From an optimization exercise on the open Yosys and OpenROAD flow, aimed at small area, a short achievable clock period and few clock cycles per item; shortcuts taken in it are not production practice. Function was checked by simulation only, so behaviour that the tests miss may differ from the original. No driver is modelled on the clock port, so clocking that relies on it looks cheaper here than on a real chip. Power is estimated from default activity; no workload was simulated.

===== design/flow/flow/run.sh =====
#!/bin/bash
# Standard layout with three changes:
#  - plain buffers on the ports instead of the delay buffers buffer_ports picks
#  - after synthesis, inv_opt.tcl pushes inverters through the full adders
#    (a full adder is self-dual), removing inverter pairs between adder cells
#  - after clock tree synthesis, skew.tcl gives the mu register and the output
#    symbol register a later clock (useful skew between internal stages)
set -euo pipefail
export BUFFER_PORTS_ARGS="-buffer_cell sky130_fd_sc_hd__buf_2"
export POST_SYNTH_TCL="$PWD/flow/inv_opt.tcl"
export POST_CTS_TCL="$PWD/flow/skew.tcl"
bash standard.sh > standard_flow.log 2>&1

===== design/flow/flow/skew.tcl =====
# Useful skew between internal register stages: the mu register (end of
# stage 2) and the output symbol register (end of stage 3) get their clock
# a little later than the other registers, through extra clock buffers
# inserted after clock tree synthesis (POST_CTS_TCL hook). This moves slack
# from the short paths after these registers to the long multiply paths
# that end in them.

namespace eval skew {
  proc insert {pattern masters} {
    set block [ord::get_db_block]
    set db [ord::get_db]
    set groups [dict create]
    foreach inst [$block getInsts] {
      if {![regexp $pattern [$inst getName]]} { continue }
      set ck [$inst findITerm CLK]
      if {$ck eq "NULL" || $ck eq ""} { continue }
      set net [$ck getNet]
      dict lappend groups [$net getName] $inst
    }
    set nb 0
    dict for {netname flops} $groups {
      set net [$block findNet $netname]
      # place the chain at the flops' centroid
      set sx 0; set sy 0
      foreach f $flops {
        set loc [$f getLocation]
        incr sx [lindex $loc 0]; incr sy [lindex $loc 1]
      }
      set cx [expr {$sx / [llength $flops]}]
      set cy [expr {$sy / [llength $flops]}]
      set src $net
      foreach m $masters {
        variable uid
        incr uid
        set master [$db findMaster $m]
        set b [odb::dbInst_create $block $master "skew_buf_$uid"]
        set out [odb::dbNet_create $block "skew_net_$uid"]
        $out setSigType CLOCK
        [$b findITerm A] connect $src
        [$b findITerm X] connect $out
        $b setLocation $cx $cy
        $b setPlacementStatus PLACED
        set src $out
        incr nb
      }
      foreach f $flops {
        set ck [$f findITerm CLK]
        $ck disconnect
        $ck connect $src
      }
    }
    puts "skew: $pattern: [dict size $groups] clock groups, $nb buffers"
  }
  variable uid 0
}

skew::insert {^i_symbol_nco\.mu_sel_o\\?\[} {sky130_fd_sc_hd__clkdlybuf4s25_1 sky130_fd_sc_hd__clkbuf_2}
skew::insert {^i_symbol_joiner\.sym_[iq]_o\\?\[} {sky130_fd_sc_hd__clkdlybuf4s50_1 sky130_fd_sc_hd__clkdlybuf4s25_1 sky130_fd_sc_hd__clkbuf_2}
detailed_placement
check_placement
estimate_parasitics -placement
report_worst_slack -max
report_worst_slack -min

===== design/flow/flow/inv_opt.tcl =====
# Push inverters through full adders (sky130 fa is self-dual:
# FA(~a,~b,~c) = (~sum, ~cout)) wherever that removes inverters.
# Runs on the synthesized netlist loaded in OpenROAD (POST_SYNTH_TCL hook).

namespace eval invopt {
  variable block
  variable inv_master
  variable uid 0

  proc is_inv {inst} {
    set n [[$inst getMaster] getName]
    return [string match "sky130_fd_sc_hd__inv_*" $n]
  }
  proc is_fa {inst} {
    return [string match "sky130_fd_sc_hd__fa_*" [[$inst getMaster] getName]]
  }
  proc driver {net} {
    foreach it [$net getITerms] {
      if {[$it isOutputSignal]} { return $it }
    }
    return ""
  }
  proc loads {net} {
    set l {}
    foreach it [$net getITerms] {
      if {[$it isInputSignal]} { lappend l $it }
    }
    return $l
  }
  proc has_bterm {net} {
    return [expr {[llength [$net getBTerms]] > 0}]
  }
  # inverter driven by net, if any: returns its output net or ""
  proc inv_of {net} {
    foreach it [loads $net] {
      set inst [$it getInst]
      if {[is_inv $inst]} { return [[$inst findITerm Y] getNet] }
    }
    return ""
  }
  proc new_net {} {
    variable block
    variable uid
    incr uid
    return [odb::dbNet_create $block "invopt_n$uid"]
  }
  proc new_inv {a y} {
    variable block
    variable inv_master
    variable uid
    incr uid
    set inst [odb::dbInst_create $block $inv_master "invopt_i$uid"]
    [$inst findITerm A] connect $a
    [$inst findITerm Y] connect $y
    return $inst
  }

  proc gain {f} {
    set g 0
    set seen {}
    foreach p {A B CIN} {
      set x [[$f findITerm $p] getNet]
      if {$x eq "NULL" || $x eq ""} { return -99 }
      if {[lsearch $seen $x] >= 0} { return -99 }
      lappend seen $x
      set d [driver $x]
      if {$d ne "" && [is_inv [$d getInst]]} {
        if {[llength [loads $x]] == 1 && ![has_bterm $x]} { incr g }
      } elseif {[inv_of $x] eq ""} {
        incr g -1
      }
    }
    foreach p {SUM COUT} {
      set s [[$f findITerm $p] getNet]
      if {$s eq "NULL" || $s eq ""} { return -99 }
      set other [has_bterm $s]
      foreach it [loads $s] {
        set inst [$it getInst]
        if {[is_inv $inst] && ![has_bterm [[$inst findITerm Y] getNet]]} {
          incr g
        } else {
          set other 1
        }
      }
      if {$other} { incr g -1 }
    }
    return $g
  }

  proc flip {f} {
    foreach p {A B CIN} {
      set it [$f findITerm $p]
      set x [$it getNet]
      set d [driver $x]
      if {$d ne "" && [is_inv [$d getInst]]} {
        set dinst [$d getInst]
        set y [[$dinst findITerm A] getNet]
        $it disconnect
        $it connect $y
        if {[llength [loads $x]] == 0 && ![has_bterm $x]} {
          odb::dbInst_destroy $dinst
          odb::dbNet_destroy $x
        }
      } else {
        set z [inv_of $x]
        if {$z eq ""} {
          set z [new_net]
          new_inv $x $z
        }
        $it disconnect
        $it connect $z
      }
    }
    foreach p {SUM COUT} {
      set it [$f findITerm $p]
      set s [$it getNet]
      set s2 [new_net]
      $it disconnect
      $it connect $s2
      set other [has_bterm $s]
      foreach l [loads $s] {
        set inst [$l getInst]
        if {[is_inv $inst] && ![has_bterm [[$inst findITerm Y] getNet]]} {
          set t [[$inst findITerm Y] getNet]
          foreach tl [loads $t] {
            $tl disconnect
            $tl connect $s2
          }
          odb::dbInst_destroy $inst
          odb::dbNet_destroy $t
        } else {
          set other 1
        }
      }
      if {$other} {
        new_inv $s2 $s
      } else {
        odb::dbNet_destroy $s
      }
    }
  }

  proc count_inv {} {
    variable block
    set n 0
    foreach i [$block getInsts] { if {[is_inv $i]} { incr n } }
    return $n
  }

  proc run {} {
    variable block
    variable inv_master
    set block [ord::get_db_block]
    set inv_master [[ord::get_db] findMaster sky130_fd_sc_hd__inv_1]
    set before [count_inv]
    for {set pass 0} {$pass < 20} {incr pass} {
      set changed 0
      foreach f [$block getInsts] {
        if {![is_fa $f]} { continue }
        if {[gain $f] > 0} {
          flip $f
          incr changed
        }
      }
      if {$changed == 0} { break }
    }
    puts "invopt: inverters $before -> [count_inv] after $pass passes"
  }
}
invopt::run

===== design/flow/constraint.sdc =====
create_clock -name core_clock -period 9.0 [get_ports {clk}]
set_input_delay 1.8000 -clock core_clock [delete_from_list [all_inputs] [get_ports {clk}]]
set_output_delay 1.8000 -clock core_clock [all_outputs]
set_load 0.01 [all_outputs]

===== design/flow/config.mk =====
export PLATFORM = sky130hd
export DESIGN_NAME = timing_recovery_top
export DESIGN_NICKNAME = timing_recovery_top
export VERILOG_FILES = /design/flow/design.v
export SDC_FILE = /design/flow/constraint.sdc
export NUM_CORES = 4
export LEC_CHECK = 0
export CAP_MARGIN = 20
export CORE_MARGIN = 2
export CORE_UTILIZATION = 65
export CTS_BUF_LIST = sky130_fd_sc_hd__clkbuf_4 sky130_fd_sc_hd__clkbuf_8
export SETUP_SLACK_MARGIN = 4.0
export SLEW_MARGIN = 20

===== design/flow/standard.sh =====
#!/bin/bash
# synth_recipe.tcl (not shown) runs the flow's synth.tcl, then flattens the netlist and writes it again
# the make line also repeats each setting of config.mk as NAME=value (left out here)
make -C /OpenROAD-flow-scripts/flow DESIGN_CONFIG=/design/flow/config.mk WORK_HOME=/design/flow/orfs CLKGATE_MAP_FILE= SYNTH_SCRIPT=/design/flow/synth_recipe.tcl "${@:-finish}"

===== design/flow/design.v =====
`default_nettype none
package timing_pkg;
  localparam int SAMPLE_W  = 16;   
  localparam int SYM_W     = 18;   
  localparam int MU_W      = 8;    
  localparam int MU_GAIN_W = 12;   
  typedef logic signed [SAMPLE_W-1:0] sample_t;
  typedef logic signed [SYM_W-1:0] sym_t;
  typedef logic [MU_W-1:0] mu_t;
  typedef logic [MU_GAIN_W-1:0] mu_gain_t;
endpackage
`default_nettype wire
`timescale 1ns/1ps
`default_nettype none
module symbol_nco (
  input  wire                  clk,
  input  wire                  reset_i,
  input  wire                  accept_i,      
  input  wire           [15:0] step_i,
  input  timing_pkg::mu_gain_t mu_gain_i,
  input  wire                  adv_i,         
  output logic                 s1_valid_o,
  output logic                 s1_valid_next_o,   
  output logic          [12:0] mu_sel_o       
);
  localparam int MU_W   = timing_pkg::MU_W;
  localparam int PROD_W = timing_pkg::MU_W + timing_pkg::MU_GAIN_W;   
  logic [15:0]          acc_q;
  logic [16:0]          phase_sum;
  logic [MU_W-1:0]      resid_q;
  timing_pkg::mu_gain_t gain_q;
  logic [13:0]          gain3_q;
  logic [11:0]          resid_sel;
  logic [PROD_W-1:0]    mu_prod;
  logic                 mu_sat;
  timing_pkg::mu_t      mu;
  logic [8:0]           mu_x;           
  logic [12:0]          mu_sel;
  assign phase_sum       = {1'b0, acc_q} + {1'b0, step_i};
  assign s1_valid_next_o = accept_i ? phase_sum[16] : (s1_valid_o & !adv_i);
  always_ff @(posedge clk) begin
    if (reset_i) begin
      acc_q      <= '0;
      s1_valid_o <= 1'b0;
    end else if (accept_i) begin
      acc_q      <= phase_sum[15:0];
      s1_valid_o <= phase_sum[16];      
    end else if (adv_i) begin
      s1_valid_o <= 1'b0;
    end
  end
  always_ff @(posedge clk) begin
    if (accept_i) begin
      resid_q <= phase_sum[15:8];
      gain_q  <= mu_gain_i;
      gain3_q <= {2'b00, mu_gain_i} + {1'b0, mu_gain_i, 1'b0};
    end
  end
  for (genvar j = 0; j < 4; j++) begin : g_sel
    assign resid_sel[3*j]   = (resid_q[2*j+1:2*j] == 2'd1);
    assign resid_sel[3*j+1] = (resid_q[2*j+1:2*j] == 2'd2);
    assign resid_sel[3*j+2] = (resid_q[2*j+1:2*j] == 2'd3);
  end
  mu_mult i_mu_mult (
    .sel_i (resid_sel),
    .g_i   (gain_q),
    .g3_i  (gain3_q),
    .p_o   (mu_prod)
  );
  assign mu_sat = |mu_prod[PROD_W-1:2*MU_W];
  assign mu   = mu_sat ? '1 : mu_prod[2*MU_W-1:MU_W];
  assign mu_x = {mu, 1'b0};
  for (genvar k = 0; k < 4; k++) begin : g_booth
    assign mu_sel[3*k]   = mu_x[2*k+1] ^ mu_x[2*k];
    assign mu_sel[3*k+1] = (mu_x[2*k+2] & !mu_x[2*k+1] & !mu_x[2*k])
                         | (!mu_x[2*k+2] & mu_x[2*k+1] & mu_x[2*k]);
    assign mu_sel[3*k+2] = mu_x[2*k+2];
  end
  assign mu_sel[12] = mu[7];
  always_ff @(posedge clk) begin
    if (adv_i) mu_sel_o <= mu_sel;
  end
endmodule
`default_nettype wire
`timescale 1ns/1ps
`default_nettype none
module mu_mult (
  input  wire [11:0] sel_i,    
  input  wire [11:0] g_i,
  input  wire [13:0] g3_i,
  output wire [19:0] p_o
);
  wire [13:0] g1 = {2'b00, g_i};
  wire [13:0] g2 = {1'b0, g_i, 1'b0};
  wire [13:0] pp0 = (g1 & {14{sel_i[0]}}) | (g2 & {14{sel_i[1]}}) | (g3_i & {14{sel_i[2]}});
  wire [13:0] pp1 = (g1 & {14{sel_i[3]}}) | (g2 & {14{sel_i[4]}}) | (g3_i & {14{sel_i[5]}});
  wire [13:0] pp2 = (g1 & {14{sel_i[6]}}) | (g2 & {14{sel_i[7]}}) | (g3_i & {14{sel_i[8]}});
  wire [13:0] pp3 = (g1 & {14{sel_i[9]}}) | (g2 & {14{sel_i[10]}}) | (g3_i & {14{sel_i[11]}});
  wire m_s0 = pp0[6] ^ pp1[4];
  wire m_c0 = pp0[6] & pp1[4];
  wire m_s1 = pp0[7] ^ pp1[5] ^ pp2[3];
  wire m_c1 = (pp0[7] & pp1[5]) | (pp2[3] & (pp0[7] ^ pp1[5]));
  wire m_s2 = pp0[8] ^ pp1[6] ^ pp2[4];
  wire m_c2 = (pp0[8] & pp1[6]) | (pp2[4] & (pp0[8] ^ pp1[6]));
  wire m_s3 = pp0[9] ^ pp1[7] ^ pp2[5];
  wire m_c3 = (pp0[9] & pp1[7]) | (pp2[5] & (pp0[9] ^ pp1[7]));
  wire m_s4 = pp0[10] ^ pp1[8] ^ pp2[6];
  wire m_c4 = (pp0[10] & pp1[8]) | (pp2[6] & (pp0[10] ^ pp1[8]));
  wire m_s5 = pp0[11] ^ pp1[9] ^ pp2[7];
  wire m_c5 = (pp0[11] & pp1[9]) | (pp2[7] & (pp0[11] ^ pp1[9]));
  wire m_s6 = pp0[12] ^ pp1[10] ^ pp2[8];
  wire m_c6 = (pp0[12] & pp1[10]) | (pp2[8] & (pp0[12] ^ pp1[10]));
  wire m_s7 = pp0[13] ^ pp1[11] ^ pp2[9];
  wire m_c7 = (pp0[13] & pp1[11]) | (pp2[9] & (pp0[13] ^ pp1[11]));
  wire m_s8 = pp1[12] ^ pp2[10];
  wire m_c8 = pp1[12] & pp2[10];
  wire m_s9 = pp1[13] ^ pp2[11];
  wire m_c9 = pp1[13] & pp2[11];
  wire m_s10 = pp0[4] ^ pp1[2];
  wire m_c10 = pp0[4] & pp1[2];
  wire m_s11 = pp0[5] ^ pp1[3] ^ pp2[1];
  wire m_c11 = (pp0[5] & pp1[3]) | (pp2[1] & (pp0[5] ^ pp1[3]));
  wire m_s12 = pp2[2] ^ pp3[0] ^ m_s0;
  wire m_c12 = (pp2[2] & pp3[0]) | (m_s0 & (pp2[2] ^ pp3[0]));
  wire m_s13 = pp3[1] ^ m_s1 ^ m_c0;
  wire m_c13 = (pp3[1] & m_s1) | (m_c0 & (pp3[1] ^ m_s1));
  wire m_s14 = pp3[2] ^ m_s2 ^ m_c1;
  wire m_c14 = (pp3[2] & m_s2) | (m_c1 & (pp3[2] ^ m_s2));
  wire m_s15 = pp3[3] ^ m_s3 ^ m_c2;
  wire m_c15 = (pp3[3] & m_s3) | (m_c2 & (pp3[3] ^ m_s3));
  wire m_s16 = pp3[4] ^ m_s4 ^ m_c3;
  wire m_c16 = (pp3[4] & m_s4) | (m_c3 & (pp3[4] ^ m_s4));
  wire m_s17 = pp3[5] ^ m_s5 ^ m_c4;
  wire m_c17 = (pp3[5] & m_s5) | (m_c4 & (pp3[5] ^ m_s5));
  wire m_s18 = pp3[6] ^ m_s6 ^ m_c5;
  wire m_c18 = (pp3[6] & m_s6) | (m_c5 & (pp3[6] ^ m_s6));
  wire m_s19 = pp3[7] ^ m_s7 ^ m_c6;
  wire m_c19 = (pp3[7] & m_s7) | (m_c6 & (pp3[7] ^ m_s7));
  wire m_s20 = pp3[8] ^ m_s8 ^ m_c7;
  wire m_c20 = (pp3[8] & m_s8) | (m_c7 & (pp3[8] ^ m_s8));
  wire m_s21 = pp3[9] ^ m_s9 ^ m_c8;
  wire m_c21 = (pp3[9] & m_s9) | (m_c8 & (pp3[9] ^ m_s9));
  wire m_s22 = pp2[12] ^ pp3[10] ^ m_c9;
  wire m_c22 = (pp2[12] & pp3[10]) | (m_c9 & (pp2[12] ^ pp3[10]));
  wire m_s23 = pp2[13] ^ pp3[11];
  wire m_c23 = pp2[13] & pp3[11];
  wire [19:0] row_a = {pp3[13], pp3[12], m_s23, m_s22, m_s21, m_s20, m_s19, m_s18, m_s17, m_s16, m_s15, m_s14, m_s13, m_s12, m_s11, pp2[0], pp0[3], pp0[2], pp0[1], pp0[0]};
  wire [19:0] row_b = {1'b0, m_c23, m_c22, m_c21, m_c20, m_c19, m_c18, m_c17, m_c16, m_c15, m_c14, m_c13, m_c12, m_c11, m_c10, m_s10, pp1[1], pp1[0], 1'b0, 1'b0};
  assign p_o = row_a + row_b;
endmodule
`default_nettype wire
`timescale 1ns/1ps
`default_nettype none
module rail_interp (
  input  wire                 clk,
  input  wire                 reset_i,
  input  wire                 accept_i,   
  input  timing_pkg::sample_t smp_i,
  input  wire                 adv_i,      
  input  wire          [12:0] mu_sel_i,   
  output timing_pkg::sym_t    rail_o      
);
  timing_pkg::sample_t cur_q;     
  timing_pkg::sample_t prev_q;    
  logic [15:0]         xc_q;      
  logic [16:0]         d_q;       
  logic [23:0]         y;
  always_ff @(posedge clk) begin
    if (reset_i) begin
      cur_q <= '0;
    end else if (accept_i) begin
      cur_q <= smp_i;
    end
  end
  always_ff @(posedge clk) begin
    if (accept_i) prev_q <= cur_q;
  end
  always_ff @(posedge clk) begin
    if (adv_i) begin
      xc_q <= cur_q + 16'h5600;              
      d_q  <= 17'(prev_q) - 17'(cur_q);
    end
  end
  interp_tree i_interp_tree (
    .d_i  (d_q),
    .sel_i (mu_sel_i),
    .xc_i (xc_q),
    .y_o  (y)
  );
  assign rail_o = y[23:6];
endmodule
`default_nettype wire
`timescale 1ns/1ps
`default_nettype none
module interp_tree (
  input  wire [12:0] sel_i,    
  input  wire [16:0] d_i,
  input  wire [15:0] xc_i,
  output wire [23:0] y_o
);
  wire [17:0] d1 = {d_i[16], d_i};
  wire [17:0] d2 = {d_i, 1'b0};
  wire [17:0] m0 = (d1 & {18{sel_i[0]}}) | (d2 & {18{sel_i[1]}});
  wire [17:0] v0 = m0 ^ {18{sel_i[2]}};
  wire [17:0] pp0 = {~v0[17], v0[16:0]};
  wire [17:0] m1 = (d1 & {18{sel_i[3]}}) | (d2 & {18{sel_i[4]}});
  wire [17:0] v1 = m1 ^ {18{sel_i[5]}};
  wire [17:0] pp1 = {~v1[17], v1[16:0]};
  wire [17:0] m2 = (d1 & {18{sel_i[6]}}) | (d2 & {18{sel_i[7]}});
  wire [17:0] v2 = m2 ^ {18{sel_i[8]}};
  wire [17:0] pp2 = {~v2[17], v2[16:0]};
  wire [17:0] m3 = (d1 & {18{sel_i[9]}}) | (d2 & {18{sel_i[10]}});
  wire [17:0] v3 = m3 ^ {18{sel_i[11]}};
  wire [17:0] pp3 = {~v3[17], v3[16:0]};
  wire [15:0] pp4 = d_i[15:0] & {16{sel_i[12]}};
  wire t_s0 = pp0[6] ^ pp1[4];
  wire t_c0 = pp0[6] & pp1[4];
  wire t_s1 = pp0[7] ^ pp1[5];
  wire t_c1 = pp0[7] & pp1[5];
  wire t_s2 = pp0[8] ^ pp1[6] ^ pp2[4];
  wire t_c2 = (pp0[8] & pp1[6]) | (pp2[4] & (pp0[8] ^ pp1[6]));
  wire t_s3 = pp3[2] ^ pp4[0];
  wire t_c3 = pp3[2] & pp4[0];
  wire t_s4 = pp0[9] ^ pp1[7] ^ pp2[5];
  wire t_c4 = (pp0[9] & pp1[7]) | (pp2[5] & (pp0[9] ^ pp1[7]));
  wire t_s5 = pp3[3] ^ pp4[1] ^ xc_i[1];
  wire t_c5 = (pp3[3] & pp4[1]) | (xc_i[1] & (pp3[3] ^ pp4[1]));
  wire t_s6 = pp0[10] ^ pp1[8] ^ pp2[6];
  wire t_c6 = (pp0[10] & pp1[8]) | (pp2[6] & (pp0[10] ^ pp1[8]));
  wire t_s7 = pp3[4] ^ pp4[2] ^ xc_i[2];
  wire t_c7 = (pp3[4] & pp4[2]) | (xc_i[2] & (pp3[4] ^ pp4[2]));
  wire t_s8 = pp0[11] ^ pp1[9] ^ pp2[7];
  wire t_c8 = (pp0[11] & pp1[9]) | (pp2[7] & (pp0[11] ^ pp1[9]));
  wire t_s9 = pp3[5] ^ pp4[3] ^ xc_i[3];
  wire t_c9 = (pp3[5] & pp4[3]) | (xc_i[3] & (pp3[5] ^ pp4[3]));
  wire t_s10 = pp0[12] ^ pp1[10] ^ pp2[8];
  wire t_c10 = (pp0[12] & pp1[10]) | (pp2[8] & (pp0[12] ^ pp1[10]));
  wire t_s11 = pp3[6] ^ pp4[4] ^ xc_i[4];
  wire t_c11 = (pp3[6] & pp4[4]) | (xc_i[4] & (pp3[6] ^ pp4[4]));
  wire t_s12 = pp0[13] ^ pp1[11] ^ pp2[9];
  wire t_c12 = (pp0[13] & pp1[11]) | (pp2[9] & (pp0[13] ^ pp1[11]));
  wire t_s13 = pp3[7] ^ pp4[5] ^ xc_i[5];
  wire t_c13 = (pp3[7] & pp4[5]) | (xc_i[5] & (pp3[7] ^ pp4[5]));
  wire t_s14 = pp0[14] ^ pp1[12] ^ pp2[10];
  wire t_c14 = (pp0[14] & pp1[12]) | (pp2[10] & (pp0[14] ^ pp1[12]));
  wire t_s15 = pp3[8] ^ pp4[6] ^ xc_i[6];
  wire t_c15 = (pp3[8] & pp4[6]) | (xc_i[6] & (pp3[8] ^ pp4[6]));
  wire t_s16 = pp0[15] ^ pp1[13] ^ pp2[11];
  wire t_c16 = (pp0[15] & pp1[13]) | (pp2[11] & (pp0[15] ^ pp1[13]));
  wire t_s17 = pp3[9] ^ pp4[7] ^ xc_i[7];
  wire t_c17 = (pp3[9] & pp4[7]) | (xc_i[7] & (pp3[9] ^ pp4[7]));
  wire t_s18 = pp0[16] ^ pp1[14] ^ pp2[12];
  wire t_c18 = (pp0[16] & pp1[14]) | (pp2[12] & (pp0[16] ^ pp1[14]));
  wire t_s19 = pp3[10] ^ pp4[8] ^ xc_i[8];
  wire t_c19 = (pp3[10] & pp4[8]) | (xc_i[8] & (pp3[10] ^ pp4[8]));
  wire t_s20 = pp0[17] ^ pp1[15] ^ pp2[13];
  wire t_c20 = (pp0[17] & pp1[15]) | (pp2[13] & (pp0[17] ^ pp1[15]));
  wire t_s21 = pp3[11] ^ pp4[9] ^ xc_i[9];
  wire t_c21 = (pp3[11] & pp4[9]) | (xc_i[9] & (pp3[11] ^ pp4[9]));
  wire t_s22 = pp1[16] ^ pp2[14] ^ pp3[12];
  wire t_c22 = (pp1[16] & pp2[14]) | (pp3[12] & (pp1[16] ^ pp2[14]));
  wire t_s23 = pp4[10] ^ xc_i[10];
  wire t_c23 = pp4[10] & xc_i[10];
  wire t_s24 = pp1[17] ^ pp2[15] ^ pp3[13];
  wire t_c24 = (pp1[17] & pp2[15]) | (pp3[13] & (pp1[17] ^ pp2[15]));
  wire t_s25 = pp4[11] ^ xc_i[11];
  wire t_c25 = pp4[11] & xc_i[11];
  wire t_s26 = pp2[16] ^ pp3[14] ^ pp4[12];
  wire t_c26 = (pp2[16] & pp3[14]) | (pp4[12] & (pp2[16] ^ pp3[14]));
  wire t_s27 = pp2[17] ^ pp3[15];
  wire t_c27 = pp2[17] & pp3[15];
  wire t_s28 = pp0[4] ^ pp1[2];
  wire t_c28 = pp0[4] & pp1[2];
  wire t_s29 = pp0[5] ^ pp1[3];
  wire t_c29 = pp0[5] & pp1[3];
  wire t_s30 = pp2[2] ^ pp3[0] ^ sel_i[11];
  wire t_c30 = (pp2[2] & pp3[0]) | (sel_i[11] & (pp2[2] ^ pp3[0]));
  wire t_s31 = pp2[3] ^ pp3[1] ^ t_s1;
  wire t_c31 = (pp2[3] & pp3[1]) | (t_s1 & (pp2[3] ^ pp3[1]));
  wire t_s32 = xc_i[0] ^ t_s2 ^ t_s3;
  wire t_c32 = (xc_i[0] & t_s2) | (t_s3 & (xc_i[0] ^ t_s2));
  wire t_s33 = t_s4 ^ t_s5 ^ t_c2;
  wire t_c33 = (t_s4 & t_s5) | (t_c2 & (t_s4 ^ t_s5));
  wire t_s34 = t_s6 ^ t_s7 ^ t_c4;
  wire t_c34 = (t_s6 & t_s7) | (t_c4 & (t_s6 ^ t_s7));
  wire t_s35 = t_s8 ^ t_s9 ^ t_c6;
  wire t_c35 = (t_s8 & t_s9) | (t_c6 & (t_s8 ^ t_s9));
  wire t_s36 = t_s10 ^ t_s11 ^ t_c8;
  wire t_c36 = (t_s10 & t_s11) | (t_c8 & (t_s10 ^ t_s11));
  wire t_s37 = t_s12 ^ t_s13 ^ t_c10;
  wire t_c37 = (t_s12 & t_s13) | (t_c10 & (t_s12 ^ t_s13));
  wire t_s38 = t_s14 ^ t_s15 ^ t_c12;
  wire t_c38 = (t_s14 & t_s15) | (t_c12 & (t_s14 ^ t_s15));
  wire t_s39 = t_s16 ^ t_s17 ^ t_c14;
  wire t_c39 = (t_s16 & t_s17) | (t_c14 & (t_s16 ^ t_s17));
  wire t_s40 = t_s18 ^ t_s19 ^ t_c16;
  wire t_c40 = (t_s18 & t_s19) | (t_c16 & (t_s18 ^ t_s19));
  wire t_s41 = t_s20 ^ t_s21 ^ t_c18;
  wire t_c41 = (t_s20 & t_s21) | (t_c18 & (t_s20 ^ t_s21));
  wire t_s42 = t_s22 ^ t_s23 ^ t_c20;
  wire t_c42 = (t_s22 & t_s23) | (t_c20 & (t_s22 ^ t_s23));
  wire t_s43 = t_s24 ^ t_s25 ^ t_c22;
  wire t_c43 = (t_s24 & t_s25) | (t_c22 & (t_s24 ^ t_s25));
  wire t_s44 = xc_i[12] ^ t_s26 ^ t_c24;
  wire t_c44 = (xc_i[12] & t_s26) | (t_c24 & (xc_i[12] ^ t_s26));
  wire t_s45 = pp4[13] ^ xc_i[13] ^ t_s27;
  wire t_c45 = (pp4[13] & xc_i[13]) | (t_s27 & (pp4[13] ^ xc_i[13]));
  wire t_s46 = pp3[16] ^ pp4[14] ^ xc_i[14];
  wire t_c46 = (pp3[16] & pp4[14]) | (xc_i[14] & (pp3[16] ^ pp4[14]));
  wire t_s47 = pp3[17] ^ pp4[15];
  wire t_c47 = pp3[17] & pp4[15];
  wire t_s48 = pp0[2] ^ pp1[0];
  wire t_c48 = pp0[2] & pp1[0];
  wire t_s49 = pp0[3] ^ pp1[1];
  wire t_c49 = pp0[3] & pp1[1];
  wire t_s50 = pp2[0] ^ sel_i[8] ^ t_s28;
  wire t_c50 = (pp2[0] & sel_i[8]) | (t_s28 & (pp2[0] ^ sel_i[8]));
  wire t_s51 = pp2[1] ^ t_s29 ^ t_c28;
  wire t_c51 = (pp2[1] & t_s29) | (t_c28 & (pp2[1] ^ t_s29));
  wire t_s52 = t_s0 ^ t_s30 ^ t_c29;
  wire t_c52 = (t_s0 & t_s30) | (t_c29 & (t_s0 ^ t_s30));
  wire t_s53 = t_c0 ^ t_s31 ^ t_c30;
  wire t_c53 = (t_c0 & t_s31) | (t_c30 & (t_c0 ^ t_s31));
  wire t_s54 = t_c1 ^ t_s32 ^ t_c31;
  wire t_c54 = (t_c1 & t_s32) | (t_c31 & (t_c1 ^ t_s32));
  wire t_s55 = t_c3 ^ t_s33 ^ t_c32;
  wire t_c55 = (t_c3 & t_s33) | (t_c32 & (t_c3 ^ t_s33));
  wire t_s56 = t_c5 ^ t_s34 ^ t_c33;
  wire t_c56 = (t_c5 & t_s34) | (t_c33 & (t_c5 ^ t_s34));
  wire t_s57 = t_c7 ^ t_s35 ^ t_c34;
  wire t_c57 = (t_c7 & t_s35) | (t_c34 & (t_c7 ^ t_s35));
  wire t_s58 = t_c9 ^ t_s36 ^ t_c35;
  wire t_c58 = (t_c9 & t_s36) | (t_c35 & (t_c9 ^ t_s36));
  wire t_s59 = t_c11 ^ t_s37 ^ t_c36;
  wire t_c59 = (t_c11 & t_s37) | (t_c36 & (t_c11 ^ t_s37));
  wire t_s60 = t_c13 ^ t_s38 ^ t_c37;
  wire t_c60 = (t_c13 & t_s38) | (t_c37 & (t_c13 ^ t_s38));
  wire t_s61 = t_c15 ^ t_s39 ^ t_c38;
  wire t_c61 = (t_c15 & t_s39) | (t_c38 & (t_c15 ^ t_s39));
  wire t_s62 = t_c17 ^ t_s40 ^ t_c39;
  wire t_c62 = (t_c17 & t_s40) | (t_c39 & (t_c17 ^ t_s40));
  wire t_s63 = t_c19 ^ t_s41 ^ t_c40;
  wire t_c63 = (t_c19 & t_s41) | (t_c40 & (t_c19 ^ t_s41));
  wire t_s64 = t_c21 ^ t_s42 ^ t_c41;
  wire t_c64 = (t_c21 & t_s42) | (t_c41 & (t_c21 ^ t_s42));
  wire t_s65 = t_c23 ^ t_s43 ^ t_c42;
  wire t_c65 = (t_c23 & t_s43) | (t_c42 & (t_c23 ^ t_s43));
  wire t_s66 = t_c25 ^ t_s44 ^ t_c43;
  wire t_c66 = (t_c25 & t_s44) | (t_c43 & (t_c25 ^ t_s44));
  wire t_s67 = t_c26 ^ t_s45 ^ t_c44;
  wire t_c67 = (t_c26 & t_s45) | (t_c44 & (t_c26 ^ t_s45));
  wire t_s68 = t_c27 ^ t_s46 ^ t_c45;
  wire t_c68 = (t_c27 & t_s46) | (t_c45 & (t_c27 ^ t_s46));
  wire t_s69 = xc_i[15] ^ t_s47 ^ t_c46;
  wire t_c69 = (xc_i[15] & t_s47) | (t_c46 & (xc_i[15] ^ t_s47));
  wire [23:0] row_a = {t_s69, t_s68, t_s67, t_s66, t_s65, t_s64, t_s63, t_s62, t_s61, t_s60, t_s59, t_s58, t_s57, t_s56, t_s55, t_s54, t_s53, t_s52, t_s51, t_s50, t_s49, sel_i[5], pp0[1], pp0[0]};
  wire [23:0] row_b = {t_c68, t_c67, t_c66, t_c65, t_c64, t_c63, t_c62, t_c61, t_c60, t_c59, t_c58, t_c57, t_c56, t_c55, t_c54, t_c53, t_c52, t_c51, t_c50, t_c49, t_c48, t_s48, 1'b0, sel_i[2]};
  assign y_o = row_a + row_b;
endmodule
`default_nettype wire
`timescale 1ns/1ps
`default_nettype none
module symbol_joiner (
  input  wire              clk,
  input  wire              reset_i,
  input  wire              push_i,
  input  timing_pkg::sym_t i_sym_i,
  input  timing_pkg::sym_t q_sym_i,
  input  wire              sym_ready_i,
  output logic             free_o,        
  output logic             sym_valid_o,
  output timing_pkg::sym_t sym_i_o,
  output timing_pkg::sym_t sym_q_o
);
  assign free_o = !sym_valid_o | sym_ready_i;
  always_ff @(posedge clk) begin
    if (reset_i) begin
      sym_valid_o <= 1'b0;
    end else if (free_o) begin
      sym_valid_o <= push_i;
    end
  end
  always_ff @(posedge clk) begin
    if (push_i) begin
      sym_i_o <= i_sym_i;
      sym_q_o <= q_sym_i;
    end
  end
endmodule
`default_nettype wire
`timescale 1ns/1ps
`default_nettype none
module timing_recovery_top (
  input  wire                  clk,
  input  wire                  reset_i,
  input  wire                  raw_valid_i,
  input  timing_pkg::sample_t  raw_i_i,
  input  timing_pkg::sample_t  raw_q_i,
  input  wire           [15:0] step_i,
  input  timing_pkg::mu_gain_t mu_gain_i,
  input  wire                  sym_ready_i,
  output logic                 raw_ready_o,
  output logic                 sym_valid_o,
  output timing_pkg::sym_t     sym_i_o,
  output timing_pkg::sym_t     sym_q_o
);
  logic             accept;
  logic             s1_valid_next;
  logic             ready_q;    
  logic             s1_valid;
  logic             s2_valid;
  logic             out_free;   
  logic             en2;        
  logic             adv;        
  logic             push;       
  logic      [12:0] mu_sel;
  timing_pkg::sym_t rail_i;
  timing_pkg::sym_t rail_q;
  assign push        = s2_valid & out_free;
  assign en2         = !s2_valid | out_free;
  assign adv         = s1_valid & en2;
  assign raw_ready_o = ready_q | sym_ready_i;    
  assign accept      = raw_valid_i & raw_ready_o;
  symbol_nco i_symbol_nco (
    .clk        (clk),
    .reset_i    (reset_i),
    .accept_i   (accept),
    .step_i     (step_i),
    .mu_gain_i  (mu_gain_i),
    .adv_i      (adv),
    .s1_valid_o      (s1_valid),
    .s1_valid_next_o (s1_valid_next),
    .mu_sel_o   (mu_sel)
  );
  rail_interp i_rail_i (
    .clk      (clk),
    .reset_i  (reset_i),
    .accept_i (accept),
    .smp_i    (raw_i_i),
    .adv_i    (adv),
    .mu_sel_i (mu_sel),
    .rail_o   (rail_i)
  );
  rail_interp i_rail_q (
    .clk      (clk),
    .reset_i  (reset_i),
    .accept_i (accept),
    .smp_i    (raw_q_i),
    .adv_i    (adv),
    .mu_sel_i (mu_sel),
    .rail_o   (rail_q)
  );
  symbol_joiner i_symbol_joiner (
    .clk         (clk),
    .reset_i     (reset_i),
    .push_i      (push),
    .i_sym_i     (rail_i),
    .q_sym_i     (rail_q),
    .sym_ready_i (sym_ready_i),
    .free_o      (out_free),
    .sym_valid_o (sym_valid_o),
    .sym_i_o     (sym_i_o),
    .sym_q_o     (sym_q_o)
  );
  always_ff @(posedge clk) begin
    if (reset_i) begin
      s2_valid <= 1'b0;
      ready_q  <= 1'b1;
    end else begin
      if (en2) s2_valid <= adv;
      ready_q <= !(s1_valid_next & (en2 ? adv : s2_valid)
                   & (out_free ? push : sym_valid_o));
    end
  end
endmodule
`default_nettype wire

==> impl_metrics.json, run 1 <==
{
  "gp_congestion": 0.884,
  "finalClockSkew_ns": 0.948,
  "cp_max_fo": 42,
  "grt_pass1_vias": 14600,
  "period_share_pct": 50.5,
  "netlist_area_sq_mm": 0.0196,
  "status": "complete, no violations",
  "grt_pass1_wl_mm": 70.5,
  "tns_ns": 0,
  "path_cells": "buf_4 > buf_6 > xor2_1 > inv_1 > fa_1 > fa_1 > fa_1 > ha_1 > a21o_1 > a21oi_1 > nand2_1 > a31oi_1 > o21ai_0 > a31oi_1 > o21bai_1 > xnor2_1",
  "intPower_mw": 3.79,
  "clock_latency_ns": 1.48,
  "cp_top_family": "adder cells",
  "p_switching_mw": 2.58,
  "synthCells": 1918,
  "vias": 14400,
  "clock-sinks": 231,
  "nNetsFinal": 2346,
  "grt_antenna_before_repair": 1,
  "drc_errors": 0,
  "pwr_density_cell_mw_per_mm2": 296,
  "cp_slowest_cell": "fa_1",
  "drive_gt1_share_pct": 13.4,
  "fmax_mhz": 220,
  "endpoint_kind": "flop",
  "worst_pin_slew_ns": 1.03,
  "synth_warnings": 4,
  "ios": 102,
  "grt_max_degree": 79,
  "p_clk_share_pct": 20.7,
  "dieArea_sq_mm": 0.0316,
  "place_hpwl_mm": 30.8,
  "maxCapViolations": 0,
  "irDropWorstVdd_mv": 0.173,
  "whs_ns": 0.139,
  "cp_data_arrival_time_ns": 5.67,
  "post-route-min-period_ns": 4.54,
  "firstDrtPassIters": 5,
  "crit_path_start_kind": "flop",
  "drt_first_iter_violations": 831,
  "power_frac_seq_pct": 23.3,
  "placedCellCount": 2305,
  "track_usage_pct": 27.5,
  "path_clk_slew_ns": 0.06,
  "initial_core_util_pct": 66.0,
  "die-height_um": 178,
  "p_sw_share_pct": 40.5,
  "die_x_um": 178,
  "crit_top_cell": "fa_1",
  "syn_to_final_growth_pct": 9.71,
  "hp-class": "flop to flop",
  "comb_power_share_pct": 56.0,
  "stdcell_count": 2420,
  "rsz0062_at_grt": "false",
  "cts_tree": "yes",
  "rows": 63,
  "ant_nets": 0,
  "hold_viol": 0,
  "path_buf_inv": 3,
  "port_buffers": 101,
  "avgRoutedWirePerCell_um": 17.6,
  "max_stage_delay_ns": 0.54,
  "syn-num-nets": 2263,
  "max_slew_margin_pct": 31.4,
  "core_sq_mm": 0.0297,
  "path_class": "flop to flop",
  "leakage_nw": 8.73,
  "gr-total-overflow": 0,
  "cp.required_ns": 10.13,
  "syn-mean-instance-area_sq_um": 10.2,
  "drv_slew": 0,
  "wirelength_mm": 42.5,
  "diodes": 0,
  "setup_viol": 0,
  "viasPerCell": 5.97
}
==> worst reg2reg max path, delay by kind of cell, from the launching register on <==
family                     cells  cell delay (ns)
adders and majority gates      4             1.78
DFF                            1             0.32
buffers and inverters          3             0.82
AOI/OAI and AO/OA              6             1.44
xor gates and xnor gates       2             0.32
and+or+nand+nor                1             0.07
==> per-layer routing <==
| layer | GRT usage, % | up-vias | wire [um] |
|---|---|---|---|
| li1 | - | 6979 | - |
| met1 | 35.6 | 7005 | 18500 |
| met2 | 47.6 | 352 | 21100 |
| met3 | 3.71 | 101 | 1750 |
| met4 | 9.29 | 2 | 1190 |
| met5 | 0 | - | 11 |
==> power groups by stage <==
stage	Combinational [mW]	Clock [mW]	Sequential, mW
finish	3.56	1.32	1.49
global placement	3.43	0	1.51
floorplan	2.83	0	1.46
detailed placement	3.53	0	1.51
global route	3.99	1.40	1.50
==> cell type report, without the clock buffers <==
cell class / count / area (sq um)
Sequential cell: 231 / 6420
Inverter: 142 / 536
Timing Repair Buffer: 119 / 644
Buffer: 44 / 360
Tap cell: 390 / 488
Clock inverter: 12 / 158
Multi-Input combinational cell: 1424 / 12200
Fill cell: 2210 / 8190
==> stage by stage <==
| step | setup WS [ns] | cell area, sq um | util [%] | power [mW] |
|---|---|---|---|---|
| finish | 4.46 | 21500 | 72.4 | 6.37 |
| global route | 4.15 | 21500 | 72.4 | 6.89 |
| detailed placement | 3.80 | 20300 | 68.3 | 5.04 |
| global placement | 3.86 | 20300 | 68.3 | 4.94 |
| floorplan | 4.13 | 19600 | - | 4.29 |
==> sequential cells by signal, summed over array words and instances (netlist names) <==
name and cells:
i_symbol_nco.gain_q 12, s2_valid 1, i_rail_q.xc_q 16, i_rail_i.prev_q 16
i_symbol_joiner.sym_q_o 18, i_symbol_nco.gain3_q 13, i_symbol_nco.resid_q 8, i_symbol_nco.acc_q 16
i_symbol_nco.mu_sel_o 12, i_rail_q.prev_q 16, i_rail_i.cur_q 16, i_symbol_joiner.sym_valid_o 1
i_symbol_joiner.sym_i_o 18, i_rail_i.xc_q 16, i_rail_q.cur_q 16, i_rail_q.d_q 17
i_rail_i.d_q 17, ready_q 1, i_symbol_nco.s1_valid_o 1
==> worst paths after layout <==
path | from | cells after the start | to | slack (ns)
min reg2reg | i_rail_q.xc_q[15] | 4 | i_symbol_joiner.sym_q_o[17] | 0.14
min | i_rail_q.xc_q[15] | 4 | i_symbol_joiner.sym_q_o[17] | 0.14
max reg2reg | i_symbol_nco.mu_sel_o[11] | 16 | i_symbol_joiner.sym_q_o[17] | 4.46
max | i_symbol_nco.mu_sel_o[11] | 16 | i_symbol_joiner.sym_q_o[17] | 4.46
==> cells in the final DEF (no fill, tap or decap), types with 38 or more instances in the layout <==
cell	count
clkbuf_8	40
xnor2_1	188
nor3_1	46
nand2_1	149
buf_2	101
a21oi_1	103
edfxtp_1	179
nor2_1	76
dfxtp_1	52
inv_1	141
mux2_2	47
fa_1	135
o21ai_0	47
nand3_1	38
a22oi_1	142
ha_1	146
xor2_1	45
Testbench counts, summed over its fixed seeds: cycles 24,012, items 24,000.
==> inputs of run 2 (changes only) <==
--- a/design/flow/flow/skew.tcl
+++ b/design/flow/flow/skew.tcl
@@ -54,8 +54,8 @@
   variable uid 0
 }
 
-skew::insert {^i_symbol_nco\.mu_sel_o\\?\[} {sky130_fd_sc_hd__clkdlybuf4s25_1 sky130_fd_sc_hd__clkbuf_2}
-skew::insert {^i_symbol_joiner\.sym_[iq]_o\\?\[} {sky130_fd_sc_hd__clkdlybuf4s50_1 sky130_fd_sc_hd__clkdlybuf4s25_1 sky130_fd_sc_hd__clkbuf_2}
+skew::insert {^i_symbol_nco\.mu_sel_o\\?\[} {sky130_fd_sc_hd__clkdlybuf4s25_1 sky130_fd_sc_hd__clkbuf_4}
+skew::insert {^i_symbol_joiner\.sym_[iq]_o\\?\[} {sky130_fd_sc_hd__clkdlybuf4s50_1 sky130_fd_sc_hd__clkdlybuf4s25_1 sky130_fd_sc_hd__clkbuf_4}
 detailed_placement
 check_placement
 estimate_parasitics -placement
==> impl_metrics.json, run 2 <==
{
  "status": "complete, no violations",
  "final_cell_mix": "188 x xnor2_1, 179 x edfxtp_1, 149 x nand2_1",
  "endpoint_kind": "flop",
  "grt_pass1_wl_mm": 70.6,
  "grt_pass1_vias": 14600,
  "grt_max_degree": 79,
  "reg2reg_depth": 16,
  "leakage_nw": 8.74,
  "grt_antenna_before_repair": 1,
  "dieArea_sq_mm": 0.0316,
  "intPower_mw": 3.82,
  "clock_latency_ns": 1.48,
  "rows": 63,
  "synth_warnings": 4,
  "hold_viol": 0,
  "die_x_um": 178,
  "viasPerCell": 5.97,
  "gp_congestion": 0.884,
  "top_regs": "i_symbol_joiner.sym_i_o (18), i_symbol_joiner.sym_q_o (18)",
  "gr-total-overflow": 0,
  "rsz0062_at_grt": "false",
  "mostFrequentLayoutCell": "xnor2_1",
  "comb_power_share_pct": 55.7,
  "syn-num-nets": 2263,
  "syn_to_final_growth_pct": 9.91,
  "p_switching_mw": 2.59,
  "drc_errors": 0,
  "nNetsFinal": 2346,
  "pwr_density_cell_mw_per_mm2": 297,
  "vias": 14400,
  "cts_tree": "yes",
  "tns_ns": 0,
  "initial_core_util_pct": 66.0,
  "die-height_um": 178,
  "maxCapViolations": 0,
  "firstDrtPassIters": 5,
  "cp_data_arrival_time_ns": 5.70,
  "fillers": 2205,
  "place_hpwl_mm": 30.8,
  "cp.required_ns": 10.16,
  "setup_viol": 0,
  "p_sw_share_pct": 40.4,
  "irDropWorstVdd_mv": 0.170,
  "p_clk_share_pct": 21.1,
  "drv_slew": 0,
  "wirelength_mm": 42.8,
  "drive_gt1_share_pct": 13.4,
  "crit_path_end": "i_symbol_joiner.sym_q_o[17]",
  "ios": 102,
  "hp-class": "flop to flop",
  "path_clk_slew_ns": 0.06,
  "netlist_area_sq_mm": 0.0196,
  "drt_first_iter_violations": 872,
  "core_sq_mm": 0.0297,
  "syn-mean-instance-area_sq_um": 10.2,
  "cp_max_fo": 42,
  "worst_pin_slew_ns": 1.04,
  "synthCells": 1918,
  "min_path_cells": 4,
  "crit_path_start_kind": "flop",
  "finalClockSkew_ns": 0.951,
  "max_slew_margin_pct": 30.5,
  "p_total_mw": 6.40,
  "period_share_pct": 50.5,
  "crit_start": "i_symbol_nco.mu_sel_o[11]",
  "port_buffers": 101,
  "post-route-min-period_ns": 4.54,
  "avgRoutedWirePerCell_um": 17.7,
  "reg2reg_slack_ns": 4.46,
  "crit-reg2reg-launch": "i_symbol_nco.mu_sel_o[11]",
  "clock-sinks": 231,
  "r2r_end": "i_symbol_joiner.sym_q_o[17]",
  "fmax_mhz": 220,
  "ant_nets": 0,
  "power_frac_seq_pct": 23.2,
  "path_class": "flop to flop",
  "track_usage_pct": 27.6,
  "diodes": 0
}
-- run 2: worst min path at each step --
stage | startpoint | end | slack, ns
finish | i_rail_q.xc_q[15] | i_symbol_joiner.sym_q_o[17] | 0.12
global route | i_rail_q.xc_q[15] | i_symbol_joiner.sym_q_o[17] | 0.20
detailed placement | i_rail_i.cur_q[15] | i_rail_i.prev_q[15] | 0.44
global placement | i_rail_i.cur_q[12] | i_rail_i.prev_q[12] | 0.44
floorplan | i_rail_i.cur_q[12] | i_rail_i.prev_q[12] | 0.43
-- run 2: final cells by class, without the clock buffers --
cell class / count / area, sq um / area share [%]
Sequential cell: 231 / 6420 / 29.7
Multi-Input combinational cell: 1424 / 12200 / 56.8
Tap cell: 390 / 488 / 2.26
Buffer: 44 / 400 / 1.86
Timing Repair Buffer: 119 / 644 / 2.99
Inverter: 142 / 536 / 2.48
Clock inverter: 12 / 158 / 0.731
-- run 2: critical path: stages (launching register included) --
cell,delay (ns)
edfxtp_1,0.32
buf_4,0.34
buf_6,0.40
xor2_1,0.18
inv_1,0.07
fa_1,0.46
fa_1,0.54
fa_1,0.42
ha_1,0.36
a21o_1,0.18
a21oi_1,0.21
nand2_1,0.07
a31oi_1,0.42
o21ai_0,0.22
a31oi_1,0.29
o21bai_1,0.12
xnor2_1,0.13
-- run 2: routing by layer --
layer / wire (um) / global-route usage, % / share of wire, %
met1: 18600 / 35.5 / 43
met2: 21200 / 47.9 / 49
met3: 1820 / 3.92 / 4.3
met4: 1190 / 9.22 / 2.8
met5: 13 / 0 / 0.030
-- run 2: power by group through the flow --
stage | clock (mW) | sequential (mW) | combinational (mW)
floorplan | 0 | 1.46 | 2.83
global placement | 0 | 1.51 | 3.43
detailed placement | 0 | 1.51 | 3.53
global route | 1.43 | 1.50 | 3.99
finish | 1.35 | 1.49 | 3.56
-- run 2: per-stage QoR --
step                hold slack, ns  cell area, sq um  instances  setup WS [ns]  util, %
global route                 0.205             21600       2420           4.15     72.6
detailed placement           0.441             20300       2305           3.80     68.3
finish                       0.116             21600       2420           4.46     72.6
floorplan                    0.430             19600       1918           4.13        -
global placement             0.439             20300       2305           3.86     68.3
==> inputs of run 3 (changes only) <==
==> design/flow/flow/run.sh (replaced) <==
#!/bin/bash
# Standard layout with two changes:
#  - plain buffers on the ports instead of the delay buffers buffer_ports picks
#  - after synthesis, inv_opt.tcl pushes inverters through the full adders
#    (a full adder is self-dual), removing inverter pairs between adder cells
set -euo pipefail
export BUFFER_PORTS_ARGS="-buffer_cell sky130_fd_sc_hd__buf_2"
export POST_SYNTH_TCL="$PWD/flow/inv_opt.tcl"
bash standard.sh > standard_flow.log 2>&1
--- a/design/flow/config.mk
+++ b/design/flow/config.mk
@@ -7,7 +7,7 @@
 export LEC_CHECK = 0
 export CAP_MARGIN = 20
 export CORE_MARGIN = 2
-export CORE_UTILIZATION = 65
+export CORE_UTILIZATION = 55
 export CTS_BUF_LIST = sky130_fd_sc_hd__clkbuf_4 sky130_fd_sc_hd__clkbuf_8
 export SETUP_SLACK_MARGIN = 4.0
 export SLEW_MARGIN = 20
removed: design/flow/flow/skew.tcl
==> impl_metrics.json, run 3 <==
{
  "path_class": "flop to flop",
  "drv_slew": 0,
  "grt_pass1_vias": 13700,
  "gp_congestion": 0.841,
  "avgRoutedWirePerCell_um": 17.7,
  "place_hpwl_mm": 31.9,
  "tns_ns": 0,
  "cp_slowest_cell": "fa_1",
  "h-tree-depth": 2,
  "maxCapViolations": 0,
  "wirelength_mm": 43.3,
  "cts_tree": "yes",
  "clock-sinks": 231,
  "period_share_pct": 52.5,
  "cp_max_fo": 34,
  "path_cells": "buf_4 > a22oi_1 > xor2_1 > inv_1 > fa_1 > fa_1 > fa_1 > ha_1 > a21o_1 > a21oi_1 > nand2_1 > a31oi_2 > o21ai_0 > a31oi_1 > o21bai_1 > xnor2_1",
  "drt_first_iter_violations": 704,
  "syn-mean-instance-area_sq_um": 10.2,
  "pwr_density_cell_mw_per_mm2": 287,
  "mostFrequentLayoutCell": "xnor2_1",
  "initial_core_util_pct": 55.6,
  "cp_data_arrival_time_ns": 5.07,
  "grt_pass1_wl_mm": 70.3,
  "final_cell_mix": "188 x xnor2_1, 179 x edfxtp_1, 149 x nand2_1",
  "r2r_end": "i_symbol_joiner.sym_q_o[17]",
  "worst_slack_ns": 4.28,
  "ant_nets": 0,
  "fmax_mhz": 212,
  "top_regs": "i_symbol_joiner.sym_i_o (18), i_symbol_joiner.sym_q_o (18)",
  "cts_buffers": 40,
  "final_area_sq_mm": 0.0213,
  "synth_warnings": 4,
  "gr-usage-met3_pct": 3.16,
  "cts_root_buf": "clkbuf_8",
  "dpl_cell_area_sq_mm": 0.0204,
  "netlist_area_sq_mm": 0.0196,
  "cp.required_ns": 9.34,
  "ios": 102,
  "dp_slack_ns": 3.80,
  "port_buffers": 101,
  "max_slew_margin_pct": 27.7,
  "drc_errors": 0,
  "post-route-min-period_ns": 4.72,
  "endpoint_kind": "flop",
  "die-height_um": 193,
  "path_clk_slew_ns": 0.07,
  "hold_start": "i_symbol_nco.acc_q[2]",
  "met2_usage_pct": 40.2,
  "min_path_cells": 2,
  "rsz0062_at_grt": "true",
  "nNetsFinal": 2303,
  "syn_to_final_growth_pct": 8.71,
  "viasPerCell": 5.75,
  "status": "complete, no violations",
  "rows": 69,
  "worst_pin_slew_ns": 1.08,
  "syn-num-nets": 2263,
  "clock_latency_ns": 0.60,
  "hold_end": "i_symbol_nco.acc_q[2]",
  "placedCellCount": 2376,
  "hold_viol": 0,
  "dieArea_sq_mm": 0.0372,
  "reg2reg_depth": 16,
  "finalClockSkew_ns": 0.0343,
  "grt_max_degree": 80,
  "grt_most_used_layer": "met2",
  "crit_path_start_kind": "flop",
  "use_met1_pct": 32.0,
  "irDropWorstVdd_mv": 0.245,
  "stdcell_count": 2446,
  "fillers": 3037,
  "synthCells": 1918,
  "die_x_um": 193,
  "track_usage_pct": 23.8,
  "setup_viol": 0,
  "drive_gt1_share_pct": 13.1,
  "grt_antenna_before_repair": 0,
  "reg2reg_slack_ns": 4.28,
  "crit-reg2reg-launch": "i_symbol_nco.mu_sel_o[10]",
  "vias": 14100,
  "crit_top_cell": "fa_1",
  "core_sq_mm": 0.0353,
  "leakage_nw": 8.59,
  "firstDrtPassIters": 5,
  "hp-class": "flop to flop",
  "max_stage_delay_ns": 0.55,
  "clock_path_buffers": 3,
  "gr-total-overflow": 0,
  "diodes": 0
}
-- run 3: changes by cell type in the layout (fill, tap and decap cells not counted), moves of 3 or more --
cell and change:
buf_4 -5, buf_6 +4, clkbuf_4 -22, clkbuf_8 +3
clkdlybuf4s25_1 -16, clkdlybuf4s50_1 -12, clkinv_2 +4
-- run 3: what timing repair did --
| action | CTS | global route |
|---|---|---|
| hold buffers | 0 | 0 |
| endpoints found under the hold margin | 0 | 0 |
| setup endpoints to repair | 8 | 19 |
| resized for setup | 2 | 15 |
| buffers inserted | 1 | 0 |
-- run 3: how the worst max path moves through the flow --
stage / cells after the start / slack [ns] / endpoint / startpoint
final: 16 / 4.28 / i_symbol_joiner.sym_q_o[17] / i_symbol_nco.mu_sel_o[10]
after global routing: 16 / 3.96 / i_symbol_joiner.sym_q_o[12] / i_symbol_nco.mu_sel_o[10]
after CTS: 16 / 4.00 / i_symbol_joiner.sym_q_o[17] / i_symbol_nco.mu_sel_o[11]
after detailed placement: 14 / 3.80 / i_symbol_joiner.sym_q_o[17] / i_symbol_nco.mu_sel_o[8]
after global placement: 14 / 3.86 / i_symbol_joiner.sym_q_o[17] / i_symbol_nco.mu_sel_o[8]
after floorplan: 5 / 4.13 / i_rail_i.prev_q[0] / sym_ready_i
-- run 3: where the power goes --
part / leakage, nW / total (mW) / switching [mW] / internal (mW)
combinational: 6.02 / 3.58 / 1.99 / 1.58
sequential: 2.11 / 1.49 / 0.0855 / 1.40
clock: 0.457 / 1.05 / 0.443 / 0.609
total: 8.59 / 6.12 / 2.52 / 3.59
-- run 3: worst max-delay path, delay by kind of cell, from the launching register on --
kind | cells | cell delay [ns]
adder cells (fa/ha/maj) | 4 | 1.80
flip-flops | 1 | 0.35
XOR/XNOR | 2 | 0.30
AND/OR/NAND/NOR | 1 | 0.10
AO/OA/AOI/OAI | 7 | 1.54
buffers and inverters | 2 | 0.34
-- run 3: final cells by class --
class,count,area (sq um),share of cell area (%)
Clock buffer,55,682,3.20
Clock inverter,14,181,0.850
Inverter,142,536,2.51
Multi-Input combinational cell,1424,12300,57.5
Sequential cell,231,6420,30.1
Tap cell,461,577,2.70
Timing Repair Buffer,119,672,3.15
-- run 3: stage by stage --
stage	utilization (%)	power [mW]	hold WS (ns)
final	60.4	6.12	0.457
after global routing	60.4	6.69	0.472
after CTS	60.3	6.16	0.461
after detailed placement	57.8	5.07	0.450
after global placement	57.8	5.01	0.441
after floorplan	-	4.29	0.430
-- run 3: per-layer routing --
| layer | share of wire (%) | routed length, um |
|---|---|---|
| met1 | 45 | 19300 |
| met2 | 49 | 21100 |
| met3 | 4.4 | 1900 |
| met4 | 2.3 | 999 |
| met5 | 0 | 0 |
==> inputs of run 4 (changes only) <==
--- a/design/flow/config.mk
+++ b/design/flow/config.mk
@@ -7,7 +7,7 @@
 export LEC_CHECK = 0
 export CAP_MARGIN = 20
 export CORE_MARGIN = 2
-export CORE_UTILIZATION = 55
+export CORE_UTILIZATION = 65
 export CTS_BUF_LIST = sky130_fd_sc_hd__clkbuf_4 sky130_fd_sc_hd__clkbuf_8
 export SETUP_SLACK_MARGIN = 4.0
 export SLEW_MARGIN = 20
==> impl_metrics.json, run 4 <==
{
  "status": "complete, no violations",
  "path_clk_slew_ns": 0.06,
  "crit_top_cell": "fa_1",
  "post-route-min-period_ns": 4.74,
  "avgRoutedWirePerCell_um": 17.7,
  "dieArea_sq_mm": 0.0316,
  "path_cells": "mux2_2 > a22o_1 > fa_1 > fa_1 > ha_1 > nand3_1 > o211ai_1 > o211ai_2 > o21ai_4 > a22oi_4 > nor2b_1 > o21a_1 > or3_1",
  "cp_max_fo": 14,
  "finalClockSkew_ns": 0.0219,
  "setup_viol": 0,
  "cts-hold-fix-buffers": 0,
  "p_total_mw": 6.10,
  "syn-num-nets": 2263,
  "final_area_sq_mm": 0.0213,
  "cts_root_buf": "clkbuf_8",
  "crit_path_end": "i_symbol_nco.mu_sel_o[5]",
  "diodes": 0,
  "port_buffers": 101,
  "period_share_pct": 52.7,
  "ant_nets": 0,
  "cp_slowest_cell": "edfxtp_1",
  "stdcell_count": 2384,
  "worst_slack_ns": 4.26,
  "gp_congestion": 0.884,
  "synth_warnings": 4,
  "cts_tree": "yes",
  "cp.required_ns": 9.31,
  "die-height_um": 178,
  "drc_errors": 0,
  "dpl_cell_area_sq_mm": 0.0203,
  "fillers": 2236,
  "irDropWorstVdd_mv": 0.167,
  "clock-sinks": 231,
  "reg2reg_slack_ns": 4.26,
  "p_clk_share_pct": 16.7,
  "grt_max_degree": 79,
  "crit-reg2reg-launch": "i_symbol_nco.resid_q[3]",
  "mostFrequentLayoutCell": "xnor2_1",
  "syn-mean-instance-area_sq_um": 10.2,
  "cts_buffers": 39,
  "cp_data_arrival_time_ns": 5.05,
  "rsz0062_at_grt": "true",
  "crit_start": "i_symbol_nco.resid_q[3]",
  "ios": 102,
  "viasPerCell": 6.00,
  "wirelength_mm": 42.2,
  "multi_input_area_sq_mm": 0.0123,
  "clock_latency_ns": 0.56,
  "comb_power_share_pct": 59.0,
  "syn_to_final_growth_pct": 8.49,
  "worst_pin_slew_ns": 1.04,
  "netlist_area_sq_mm": 0.0196,
  "hold_viol": 0,
  "synthCells": 1918,
  "place_hpwl_mm": 30.8,
  "h-tree-depth": 2,
  "crit_path_start_kind": "flop",
  "rows": 63,
  "r2r_end": "i_symbol_nco.mu_sel_o[5]",
  "max_stage_delay_ns": 0.69,
  "max_slew_margin_pct": 30.9,
  "gr-total-overflow": 0,
  "p_sw_share_pct": 41.3,
  "final_cell_mix": "188 x xnor2_1, 179 x edfxtp_1, 149 x nand2_1",
  "nNetsFinal": 2310,
  "drt_first_iter_violations": 860,
  "seq_area_sq_mm": 0.00642,
  "fmax_mhz": 211,
  "endpoint_kind": "flop",
  "vias": 14300,
  "initial_core_util_pct": 66.0,
  "power_frac_seq_pct": 24.3,
  "finish.utilization_pct": 71.6,
  "firstDrtPassIters": 5,
  "reg2reg_depth": 13,
  "drive_gt1_share_pct": 13.5,
  "dp_slack_ns": 3.80,
  "clock_path_buffers": 3,
  "track_usage_pct": 27.1,
  "drv_slew": 0,
  "grt_antenna_before_repair": 1,
  "core_sq_mm": 0.0297,
  "die_x_um": 178,
  "leakage_nw": 8.62,
  "whs_ns": 0.455,
  "pwr_density_cell_mw_per_mm2": 286,
  "p_switching_mw": 2.52,
  "hp-class": "flop to flop",
  "top_regs": "i_symbol_joiner.sym_i_o (18), i_symbol_joiner.sym_q_o (18)",
  "path_class": "flop to flop",
  "intPower_mw": 3.58,
  "grt_pass1_vias": 14200,
  "maxCapViolations": 0,
  "tns_ns": 0,
  "placedCellCount": 2305,
  "grt_pass1_wl_mm": 69.4
}
## run 4: critical path: cells and delay by family, from the launching register on
family / cells / cell delay (ns)
muxes: 1 / 0.40
DFF: 1 / 0.69
adders and majority gates: 3 / 1.28
and+or+nand+nor: 3 / 0.66
AOI/OAI and AO/OA: 6 / 1.44
## run 4: repair_timing
action                                  CTS  global route
pin swaps                                 0             1
buffers inserted                          1             8
resized for setup                         3            15
endpoints found under the setup margin   12            18
## run 4: final cells by class
class | count | share of cell area [%]
clock buffers | 58 | 3.22
clock inverters | 12 | 0.741
inverters | 142 | 2.52
multi-input cells | 1424 | 57.6
flip-flops and latches | 231 | 30.1
well taps | 390 | 2.29
repair buffers | 127 | 3.46
## run 4: power groups by stage
stage	registers [mW]	logic (mW)	clock network, mW
2_1_floorplan	1.46	2.83	0
3_3_place_gp	1.51	3.43	0
3_5_place_dp	1.51	3.53	0
4_1_cts	1.49	3.56	1.04
5_1_grt	1.49	4.03	1.08
6_report	1.48	3.60	1.02
## run 4: per-layer routing
layer	vias up	wire length (um)	share of wire, %	track usage (%)
li1	6897	-	-	-
met1	6931	18300	43	35.5
met2	393	20900	49	47.2
met3	89	1800	4.3	3.28
met4	2	1180	2.8	8.44
met5	-	11	0.026	0
## run 4: worst min-delay path by stage
stage                           start                      to  slack (ns)  cells past startpoint
3_3_place_gp       i_rail_i.cur_q[12]     i_rail_i.prev_q[12]        0.44                      0
5_1_grt            i_rail_i.cur_q[12]     i_rail_i.prev_q[12]        0.47                      0
3_5_place_dp       i_rail_i.cur_q[15]     i_rail_i.prev_q[15]        0.44                      0
6_report       i_symbol_nco.acc_q[11]  i_symbol_nco.acc_q[11]        0.46                      2
4_1_cts            i_rail_i.cur_q[15]     i_rail_i.prev_q[15]        0.46                      0
2_1_floorplan      i_rail_i.cur_q[12]     i_rail_i.prev_q[12]        0.43                      0
==> inputs of run 5 (changes only) <==
--- a/design/flow/config.mk
+++ b/design/flow/config.mk
@@ -7,7 +7,8 @@
 export LEC_CHECK = 0
 export CAP_MARGIN = 20
 export CORE_MARGIN = 2
-export CORE_UTILIZATION = 65
+export CORE_UTILIZATION = 75
 export CTS_BUF_LIST = sky130_fd_sc_hd__clkbuf_4 sky130_fd_sc_hd__clkbuf_8
+export PLACE_DENSITY = 0.8
 export SETUP_SLACK_MARGIN = 4.0
 export SLEW_MARGIN = 20
==> impl_metrics.json, run 5 <==
{
  "final_cell_mix": "188 x xnor2_1, 179 x edfxtp_1, 149 x nand2_1",
  "clock-sinks": 231,
  "clock_latency_ns": 0.57,
  "cp_max_fo": 34,
  "whs_ns": 0.455,
  "gr-total-overflow": 0,
  "synth_warnings": 4,
  "drt_first_iter_violations": 1173,
  "dieArea_sq_mm": 0.0275,
  "cts_buffers": 38,
  "synthCells": 1918,
  "min_path_cells": 2,
  "pwr_density_cell_mw_per_mm2": 286,
  "cts-hold-fix-buffers": 0,
  "mostFrequentLayoutCell": "xnor2_1",
  "cp_data_arrival_time_ns": 5.18,
  "irDropWorstVdd_mv": 0.320,
  "period_share_pct": 54.3,
  "cts_tree": "yes",
  "avgRoutedWirePerCell_um": 18.5,
  "wirelength_mm": 42.9,
  "drv_slew": 0,
  "diodes": 0,
  "fmax_mhz": 205,
  "core_sq_mm": 0.0258,
  "leakage_nw": 8.57,
  "viasPerCell": 6.31,
  "ios": 102,
  "gp_congestion": 0.883,
  "nNetsFinal": 2306,
  "grt_antenna_before_repair": 1,
  "p_total_mw": 6.05,
  "drive_gt1_share_pct": 13.1,
  "initial_core_util_pct": 76.0,
  "syn_to_final_growth_pct": 7.89,
  "grt_pass1_wl_mm": 71.5,
  "firstDrtPassIters": 6,
  "path_clk_slew_ns": 0.06,
  "drc_errors": 0,
  "place_hpwl_mm": 30.9,
  "finish.utilization_pct": 81.9,
  "worst_slack_ns": 4.12,
  "syn-num-nets": 2263,
  "ant_nets": 0,
  "worst_pin_slew_ns": 1.03,
  "crit_path_end": "i_symbol_joiner.sym_q_o[17]",
  "path_class": "flop to flop",
  "reg2reg_depth": 16,
  "syn-mean-instance-area_sq_um": 10.2,
  "tns_ns": 0,
  "crit_start": "i_symbol_nco.mu_sel_o[10]",
  "crit_path_start_kind": "flop",
  "grt_max_degree": 82,
  "grt_pass1_vias": 14900,
  "cts_root_buf": "clkbuf_8",
  "rsz0062_at_grt": "true",
  "top_regs": "i_symbol_joiner.sym_i_o (18), i_symbol_joiner.sym_q_o (18)",
  "rows": 59,
  "setup_viol": 0,
  "finalClockSkew_ns": 0.0251,
  "endpoint_kind": "flop",
  "hold_viol": 0,
  "hp-class": "flop to flop",
  "reg2reg_slack_ns": 4.12,
  "clock_path_buffers": 3,
  "track_usage_pct": 31.4,
  "max_slew_margin_pct": 31.3,
  "h-tree-depth": 2,
  "die-height_um": 166,
  "port_buffers": 101,
  "die_x_um": 166,
  "fillers": 1591,
  "r2r_end": "i_symbol_joiner.sym_q_o[17]",
  "netlist_area_sq_mm": 0.0196,
  "status": "complete, no violations",
  "crit-reg2reg-launch": "i_symbol_nco.mu_sel_o[10]",
  "post-route-min-period_ns": 4.88,
  "cp.required_ns": 9.30,
  "dp_slack_ns": 3.72,
  "vias": 14700,
  "maxCapViolations": 0
}
run 5: cell count changes in the layout (fill, tap and decap cells not counted), moves of 2 or more:
cell | previous run | this run
clkbuf_4 | 18 | 10
clkinv_1 | 4 | 10
buf_4 | 19 | 16
clkinv_2 | 1 | 4
clkinv_8 | 0 | 3
buf_6 | 6 | 4
inv_8 | 2 | 0
run 5: metrics by stage:
step,area [sq um],std cells
2_1_floorplan,19600,1918
3_3_place_gp,20200,2247
3_5_place_dp,20200,2247
4_1_cts,21000,2317
5_1_grt,21200,2325
6_report,21200,2325
run 5: layout make-up:
cell class              instances  area [sq um]  share of cell area [%]
repair buffers                124           724                    3.42
multi-input cells            1424         12300                    58.0
inverters                     142           536                    2.53
flip-flops and latches        231          6420                    30.3
well taps                     335           419                    1.98
clock buffers                  48           598                    2.82
clock inverters                21           204                   0.963
run 5: worst max-delay path, cell delays in order (launching register included):
cell and delay (ns):
edfxtp_1 0.36, buf_4 0.28, a22oi_1 0.27, xor2_1 0.19, inv_1 0.08, fa_1 0.57, fa_1 0.47, fa_1 0.47
ha_1 0.27, or3_1 0.37, o211ai_1 0.12, nand2_1 0.10, a31oi_2 0.32, o21ai_0 0.21, a31oi_1 0.29, o21bai_1 0.11
xnor2_1 0.13
run 5: worst min-delay path by stage:
| stage | startpoint | to |
|---|---|---|
| finish | i_symbol_nco.acc_q[7] | i_symbol_nco.acc_q[7] |
| floorplan | i_rail_i.cur_q[12] | i_rail_i.prev_q[12] |
| global route | i_symbol_nco.acc_q[5] | i_symbol_nco.acc_q[5] |
| global placement | i_symbol_nco.acc_q[7] | i_symbol_nco.acc_q[7] |
| detailed placement | i_symbol_nco.acc_q[7] | i_symbol_nco.acc_q[7] |
| CTS | i_symbol_nco.acc_q[7] | i_symbol_nco.acc_q[7] |
run 5: what timing repair did:
action / CTS / global route
endpoints found under the setup margin: 14 / 22
cloned: 0 / 0
buffers inserted: 1 / 7
gates resized for setup: 3 / 12
run 5: routing by layer:
layer / GRT usage, % / vias to the layer above / routed length, um
met2: 53.7 / 624 / 21100
li1: - / 6886 / -
met1: 40.9 / 7044 / 17400
met5: 0 / - / 0
met4: 12.2 / 0 / 1510
met3: 4.67 / 106 / 2930
run 5: power by group:
| group | leakage, nW | internal (mW) | switching (mW) | total (mW) |
|---|---|---|---|---|
| sequential | 2.11 | 1.40 | 0.0853 | 1.49 |
| combinational | 6.05 | 1.60 | 2.00 | 3.59 |
| clock | 0.414 | 0.531 | 0.437 | 0.968 |
| total | 8.57 | 3.53 | 2.52 | 6.05 |

Re-timed with assumed drivers on the ports (clkbuf_16 on the clock, buf_2 on other inputs), run 5 has 4.117 ns of setup slack against 4.117 ns with ideal ports, and 4.117 ns once port delays also move by the mid clock arrival of 0.605 ns.
